Source: an optimization exercise on an open RTL-to-GDS flow (aim: small area and a short achievable clock period). Production flows keep margins and buffers that such runs may drop. In this exercise RTL edits were held to simulation tests only and were not proved equivalent to the original.

==> job 7146: inputs <==
==> flow/design.v <==
package dp_sram_pkg;
  localparam bit RDW_OLD = 1'b0;
  localparam bit RDW_NEW = 1'b1;
  localparam int MRG_W  = 1024;
  localparam int MRG_BE = MRG_W / 8;
  typedef enum logic {
    CLEAR,
    READY
  } ctl_state_e;
  function automatic logic [MRG_W-1:0] lane_merge(
    input logic [MRG_W-1:0]  old_w,
    input logic [MRG_W-1:0]  new_w,
    input logic [MRG_BE-1:0] be
  );
    logic [MRG_W-1:0] res;
    res = old_w;
    for (int k = 0; k < MRG_BE; k++) begin
      if (be[k]) res[8*k +: 8] = new_w[8*k +: 8];
    end
    lane_merge = res;
  endfunction
endpackage
module dp_sram_clr_seq
#(
  parameter int ADDR_W = 8
) (
  input  logic              clk,
  input  logic              rst,
  output logic              clr_we,
  output logic [ADDR_W-1:0] clr_addr,
  output logic              init_done
);
  logic [ADDR_W-1:0] clr_idx;
  logic              busy;
  always_ff @(posedge clk) begin
    if (!rst) begin
      clr_idx   <= '0;
      init_done <= 1'b0;
      busy      <= 1'b1;
    end else if (busy) begin
      clr_idx <= clr_idx + ADDR_W'(1);
      if (clr_idx == '1) begin
        init_done <= 1'b1;
        busy      <= 1'b0;
      end
    end
  end
  assign clr_we   = busy;
  assign clr_addr = clr_idx;
endmodule
module dp_sram_wcell (
  input  logic       clr,
  input  logic       sa,
  input  logic       sb,
  input  logic [7:0] da,
  input  logic [7:0] db,
  input  logic [7:0] q,
  output logic [7:0] d
);
  logic hd;
  assign hd = ~(sa | sb | clr);
  assign d  = ({8{sa}} & da) | ({8{sb}} & db) | ({8{hd}} & q);
endmodule
module dp_sram_rbit (
  input  logic [127:0] sel,
  input  logic [127:0] v,
  output logic         y
);
  assign y = |(sel & v);
endmodule
module dp_sram_be
#(
  parameter int DATA_W   = 16,
  parameter int ADDR_W   = 7,
  parameter int RDW_MODE = 0
) (
  input  logic                clk,
  input  logic                rst,
  output logic                init_done,
  output logic                collision,
  input  logic                en_a,
  input  logic                we_a,
  input  logic [DATA_W/8-1:0] be_a,
  input  logic [ADDR_W-1:0]   addr_a,
  input  logic [DATA_W-1:0]   wdata_a,
  output logic [DATA_W-1:0]   rdata_a,
  output logic                rvalid_a,
  input  logic                en_b,
  input  logic                we_b,
  input  logic [DATA_W/8-1:0] be_b,
  input  logic [ADDR_W-1:0]   addr_b,
  input  logic [DATA_W-1:0]   wdata_b,
  output logic [DATA_W-1:0]   rdata_b,
  output logic                rvalid_b
);
  localparam int BE_W  = DATA_W / 8;
  localparam int DEPTH = 1 << ADDR_W;
  logic              clr_we;
  logic [ADDR_W-1:0] clr_addr;
  dp_sram_clr_seq #(
    .ADDR_W(ADDR_W)
  ) u_clr (
    .clk      (clk),
    .rst      (rst),
    .clr_we   (clr_we),
    .clr_addr (clr_addr),
    .init_done(init_done)
  );
  logic rd_a, rd_b, wr_a, wr_b, same;
  assign rd_a = ~clr_we & en_a & ~we_a;
  assign rd_b = ~clr_we & en_b & ~we_b;
  assign wr_a = ~clr_we & en_a & we_a;
  assign wr_b = ~clr_we & en_b & we_b;
  assign same = (addr_a == addr_b);
  logic [BE_W-1:0]   ena, enb;
  logic [DATA_W-1:0] db;
  always_comb begin
    for (int k = 0; k < BE_W; k++) begin
      ena[k] = wr_a & be_a[k];
      enb[k] = wr_b & be_b[k];
      db[8*k +: 8] = (ena[k] & enb[k] & same) ? 8'h00 : wdata_b[8*k +: 8];
    end
  end
  logic [DEPTH-1:0] sa [BE_W];
  logic [DEPTH-1:0] sb [BE_W];
  logic [DEPTH-1:0] rsel_a, rsel_b;
  always_comb begin
    for (int w = 0; w < DEPTH; w++) begin
      for (int k = 0; k < BE_W; k++) begin
        sa[k][w] = ena[k] & (addr_a == ADDR_W'(w));
        sb[k][w] = enb[k] & (addr_b == ADDR_W'(w));
      end
      rsel_a[w] = (addr_a == ADDR_W'(w));
      rsel_b[w] = (addr_b == ADDR_W'(w));
    end
  end
  logic [DEPTH-1:0][DATA_W-1:0] mem;
  logic [DEPTH-1:0][DATA_W-1:0] mem_d;
  for (genvar w = 0; w < DEPTH; w++) begin : g_word
    for (genvar k = 0; k < BE_W; k++) begin : g_lane
      dp_sram_wcell u_wcell (
        .clr(clr_we),
        .sa(sa[k][w]),
        .sb(sb[k][w]),
        .da(wdata_a[8*k +: 8]),
        .db(db[8*k +: 8]),
        .q (mem[w][8*k +: 8]),
        .d (mem_d[w][8*k +: 8])
      );
    end
  end
  always_ff @(posedge clk) mem <= mem_d;
  logic [DATA_W-1:0] thru_a, thru_b;
  for (genvar i = 0; i < DATA_W; i++) begin : g_rbit
    logic [DEPTH-1:0] col;
    for (genvar w = 0; w < DEPTH; w++) begin : g_col
      assign col[w] = mem[w][i];
    end
    dp_sram_rbit u_ra (.sel(rsel_a), .v(col), .y(thru_a[i]));
    dp_sram_rbit u_rb (.sel(rsel_b), .v(col), .y(thru_b[i]));
  end
  always_ff @(posedge clk) begin
    rdata_a <= thru_a;
    rdata_b <= thru_b;
    if (!rst) begin
      rvalid_a  <= 1'b0;
      rvalid_b  <= 1'b0;
      collision <= 1'b0;
    end else begin
      rvalid_a  <= rd_a;
      rvalid_b  <= rd_b;
      collision <= ~clr_we & en_a & en_b & same & (we_a | we_b);
    end
  end
endmodule
==> flow/flow/run.sh <==
#!/bin/bash
# Own flow: the standard ORFS layout, with the storage write-select and
# read-mux leaf modules hand-mapped to sky130hd cells (flow/cells.v)
# instead of being mapped by ABC. Registers are untouched.
# Ports are buffered with buf_4 (instead of the smallest buffer, a delay
# cell) and the resizer may change a cell's footprint.
set -euo pipefail
python3 flow/swap.py design.v flow/cells.v > design_gates.v 2> swap.log
bash standard.sh VERILOG_FILES=$PWD/design_gates.v \
  MATCH_CELL_FOOTPRINT=0 \
  "BUFFER_PORTS_ARGS=-buffer_cell sky130_fd_sc_hd__buf_4" \
  finish > standard.log 2>&1
==> flow/flow/cells.v <==
// Hand-mapped sky130hd versions of the combinational leaf modules in
// rtl/dp_sram_be.sv. run.sh swaps them in for the behavioural versions
// before synthesis; they compute the same functions.
module dp_sram_wcell (
  input  wire       clr,
  input  wire       sa,
  input  wire       sb,
  input  wire [7:0] da,
  input  wire [7:0] db,
  input  wire [7:0] q,
  output wire [7:0] d
);
  wire       hd;
  wire [7:0] y;
  sky130_fd_sc_hd__nor3_2 u_hd (.A(sa), .B(sb), .C(clr), .Y(hd));
  genvar i;
  generate
    for (i = 0; i < 8; i = i + 1) begin : g
      sky130_fd_sc_hd__a222oi_1 u_m (.A1(sa), .A2(da[i]), .B1(sb), .B2(db[i]),
                                     .C1(hd), .C2(q[i]), .Y(y[i]));
      sky130_fd_sc_hd__inv_1 u_i (.A(y[i]), .Y(d[i]));
    end
  endgenerate
endmodule

module dp_sram_rbit (
  input  wire [127:0] sel,
  input  wire [127:0] v,
  output wire         y
);
  wire [42:0] n;
  wire [10:0] p;
  wire [2:0]  r;
  genvar j;
  generate
    for (j = 0; j < 42; j = j + 1) begin : g1
      sky130_fd_sc_hd__a222oi_1 u_m (.A1(sel[3*j]), .A2(v[3*j]), .B1(sel[3*j+1]), .B2(v[3*j+1]),
                                     .C1(sel[3*j+2]), .C2(v[3*j+2]), .Y(n[j]));
    end
    for (j = 0; j < 10; j = j + 1) begin : g2
      sky130_fd_sc_hd__nand4_2 u_p (.A(n[4*j]), .B(n[4*j+1]), .C(n[4*j+2]), .D(n[4*j+3]), .Y(p[j]));
    end
  endgenerate
  sky130_fd_sc_hd__a22oi_1 u_m42 (.A1(sel[126]), .A2(v[126]), .B1(sel[127]), .B2(v[127]), .Y(n[42]));
  sky130_fd_sc_hd__nand3_1 u_p10 (.A(n[40]), .B(n[41]), .C(n[42]), .Y(p[10]));
  sky130_fd_sc_hd__nor4_1  u_r0 (.A(p[0]), .B(p[1]), .C(p[2]), .D(p[3]), .Y(r[0]));
  sky130_fd_sc_hd__nor4_1  u_r1 (.A(p[4]), .B(p[5]), .C(p[6]), .D(p[7]), .Y(r[1]));
  sky130_fd_sc_hd__nor3_1  u_r2 (.A(p[8]), .B(p[9]), .C(p[10]), .Y(r[2]));
  sky130_fd_sc_hd__nand3_1 u_y  (.A(r[0]), .B(r[1]), .C(r[2]), .Y(y));
endmodule
==> flow/flow/swap.py <==
# Replace the behavioural leaf modules of design.v with the gate-level
# ones in cells.v. usage: python3 swap.py design.v cells.v > out.v
import re, sys
src = open(sys.argv[1]).read()
cells = open(sys.argv[2]).read()
names = re.findall(r'^\s*module\s+(\w+)', cells, re.M)
for n in names:
    pat = re.compile(r'^\s*module\s+' + n + r'\b.*?^\s*endmodule\b[^\n]*\n', re.S | re.M)
    src, k = pat.subn('', src)
    if k != 1:
        sys.exit('module %s found %d times' % (n, k))
sys.stdout.write(src + '\n' + cells)
==> flow/standard.sh <==
#!/bin/bash
# synth_recipe.tcl (not shown) runs the flow's synth.tcl, then flattens the netlist and writes it again
# the make line also repeats each setting of config.mk as NAME=value (left out here)
make -C /OpenROAD-flow-scripts/flow DESIGN_CONFIG=/design/flow/config.mk WORK_HOME=/design/flow/orfs CLKGATE_MAP_FILE= SYNTH_SCRIPT=/design/flow/synth_recipe.tcl "${@:-finish}"
==> flow/config.mk <==
export PLATFORM = sky130hd
export DESIGN_NAME = dp_sram_be
export DESIGN_NICKNAME = dp_sram_be
export VERILOG_FILES = /design/flow/design.v
export SDC_FILE = /design/flow/constraint.sdc
export NUM_CORES = 4
export LEC_CHECK = 0
export CAP_MARGIN = 20
export CORE_MARGIN = 2
export CORE_UTILIZATION = 50
export SETUP_SLACK_MARGIN = 2.5
export SLEW_MARGIN = 20
==> flow/constraint.sdc <==
create_clock -name core_clock -period 5.0 [get_ports {clk}]
set_input_delay 1.0000 -clock core_clock [delete_from_list [all_inputs] [get_ports {clk}]]
set_output_delay 1.0000 -clock core_clock [all_outputs]
set_load 0.01 [all_outputs]
==> inputs of job 908, as changes to job 7146 <==
--- a/flow/design.v
+++ b/flow/design.v
@@ -33,3 +33,2 @@
   logic [ADDR_W-1:0] clr_idx;
-  logic              busy;
   always_ff @(posedge clk) begin
@@ -38,12 +37,8 @@
       init_done <= 1'b0;
-      busy      <= 1'b1;
-    end else if (busy) begin
+    end else if (!init_done) begin
       clr_idx <= clr_idx + ADDR_W'(1);
-      if (clr_idx == '1) begin
-        init_done <= 1'b1;
-        busy      <= 1'b0;
-      end
+      if (clr_idx == '1) init_done <= 1'b1;
     end
   end
-  assign clr_we   = busy;
+  assign clr_we   = ~init_done;
   assign clr_addr = clr_idx;
@@ -109,6 +104,6 @@
   logic rd_a, rd_b, wr_a, wr_b, same;
-  assign rd_a = ~clr_we & en_a & ~we_a;
-  assign rd_b = ~clr_we & en_b & ~we_b;
-  assign wr_a = ~clr_we & en_a & we_a;
-  assign wr_b = ~clr_we & en_b & we_b;
+  assign rd_a = init_done & en_a & ~we_a;
+  assign rd_b = init_done & en_b & ~we_b;
+  assign wr_a = init_done & en_a & we_a;
+  assign wr_b = init_done & en_b & we_b;
   assign same = (addr_a == addr_b);
@@ -171,3 +166,3 @@
       rvalid_b  <= rd_b;
-      collision <= ~clr_we & en_a & en_b & same & (we_a | we_b);
+      collision <= init_done & en_a & en_b & same & (we_a | we_b);
     end
--- a/flow/flow/cells.v
+++ b/flow/flow/cells.v
@@ -14,3 +14,3 @@
   wire [7:0] y;
-  sky130_fd_sc_hd__nor3_2 u_hd (.A(sa), .B(sb), .C(clr), .Y(hd));
+  sky130_fd_sc_hd__nor3_1 u_hd (.A(sa), .B(sb), .C(clr), .Y(hd));
   genvar i;
@@ -40,3 +40,3 @@
     for (j = 0; j < 10; j = j + 1) begin : g2
-      sky130_fd_sc_hd__nand4_2 u_p (.A(n[4*j]), .B(n[4*j+1]), .C(n[4*j+2]), .D(n[4*j+3]), .Y(p[j]));
+      sky130_fd_sc_hd__nand4_1 u_p (.A(n[4*j]), .B(n[4*j+1]), .C(n[4*j+2]), .D(n[4*j+3]), .Y(p[j]));
     end
==> inputs of job 3841, as changes to job 7146 <==
--- a/flow/design.v
+++ b/flow/design.v
@@ -33,3 +33,2 @@
   logic [ADDR_W-1:0] clr_idx;
-  logic              busy;
   always_ff @(posedge clk) begin
@@ -38,12 +37,8 @@
       init_done <= 1'b0;
-      busy      <= 1'b1;
-    end else if (busy) begin
+    end else if (!init_done) begin
       clr_idx <= clr_idx + ADDR_W'(1);
-      if (clr_idx == '1) begin
-        init_done <= 1'b1;
-        busy      <= 1'b0;
-      end
+      if (clr_idx == '1) init_done <= 1'b1;
     end
   end
-  assign clr_we   = busy;
+  assign clr_we   = ~init_done;
   assign clr_addr = clr_idx;
@@ -109,6 +104,6 @@
   logic rd_a, rd_b, wr_a, wr_b, same;
-  assign rd_a = ~clr_we & en_a & ~we_a;
-  assign rd_b = ~clr_we & en_b & ~we_b;
-  assign wr_a = ~clr_we & en_a & we_a;
-  assign wr_b = ~clr_we & en_b & we_b;
+  assign rd_a = init_done & en_a & ~we_a;
+  assign rd_b = init_done & en_b & ~we_b;
+  assign wr_a = init_done & en_a & we_a;
+  assign wr_b = init_done & en_b & we_b;
   assign same = (addr_a == addr_b);
@@ -171,3 +166,3 @@
       rvalid_b  <= rd_b;
-      collision <= ~clr_we & en_a & en_b & same & (we_a | we_b);
+      collision <= init_done & en_a & en_b & same & (we_a | we_b);
     end
--- a/flow/flow/cells.v
+++ b/flow/flow/cells.v
@@ -14,3 +14,3 @@
   wire [7:0] y;
-  sky130_fd_sc_hd__nor3_2 u_hd (.A(sa), .B(sb), .C(clr), .Y(hd));
+  sky130_fd_sc_hd__nor3_1 u_hd (.A(sa), .B(sb), .C(clr), .Y(hd));
   genvar i;
@@ -40,3 +40,3 @@
     for (j = 0; j < 10; j = j + 1) begin : g2
-      sky130_fd_sc_hd__nand4_2 u_p (.A(n[4*j]), .B(n[4*j+1]), .C(n[4*j+2]), .D(n[4*j+3]), .Y(p[j]));
+      sky130_fd_sc_hd__nand4_1 u_p (.A(n[4*j]), .B(n[4*j+1]), .C(n[4*j+2]), .D(n[4*j+3]), .Y(p[j]));
     end
CORE_UTILIZATION = 65   (was 50)
==> comparison <==
- Job 908 ended with an error in global routing (5_1_grt) on GRT-0232. Job 7146 did not get past global routing (5_1_grt), error GRT-0116. Job 3841 aborted during global routing (5_1_grt) (GRT-0116).
- Area after synthesis is the same in job 908 and job 3841.
- Synthesized cell count is the same in job 3841 and job 908.
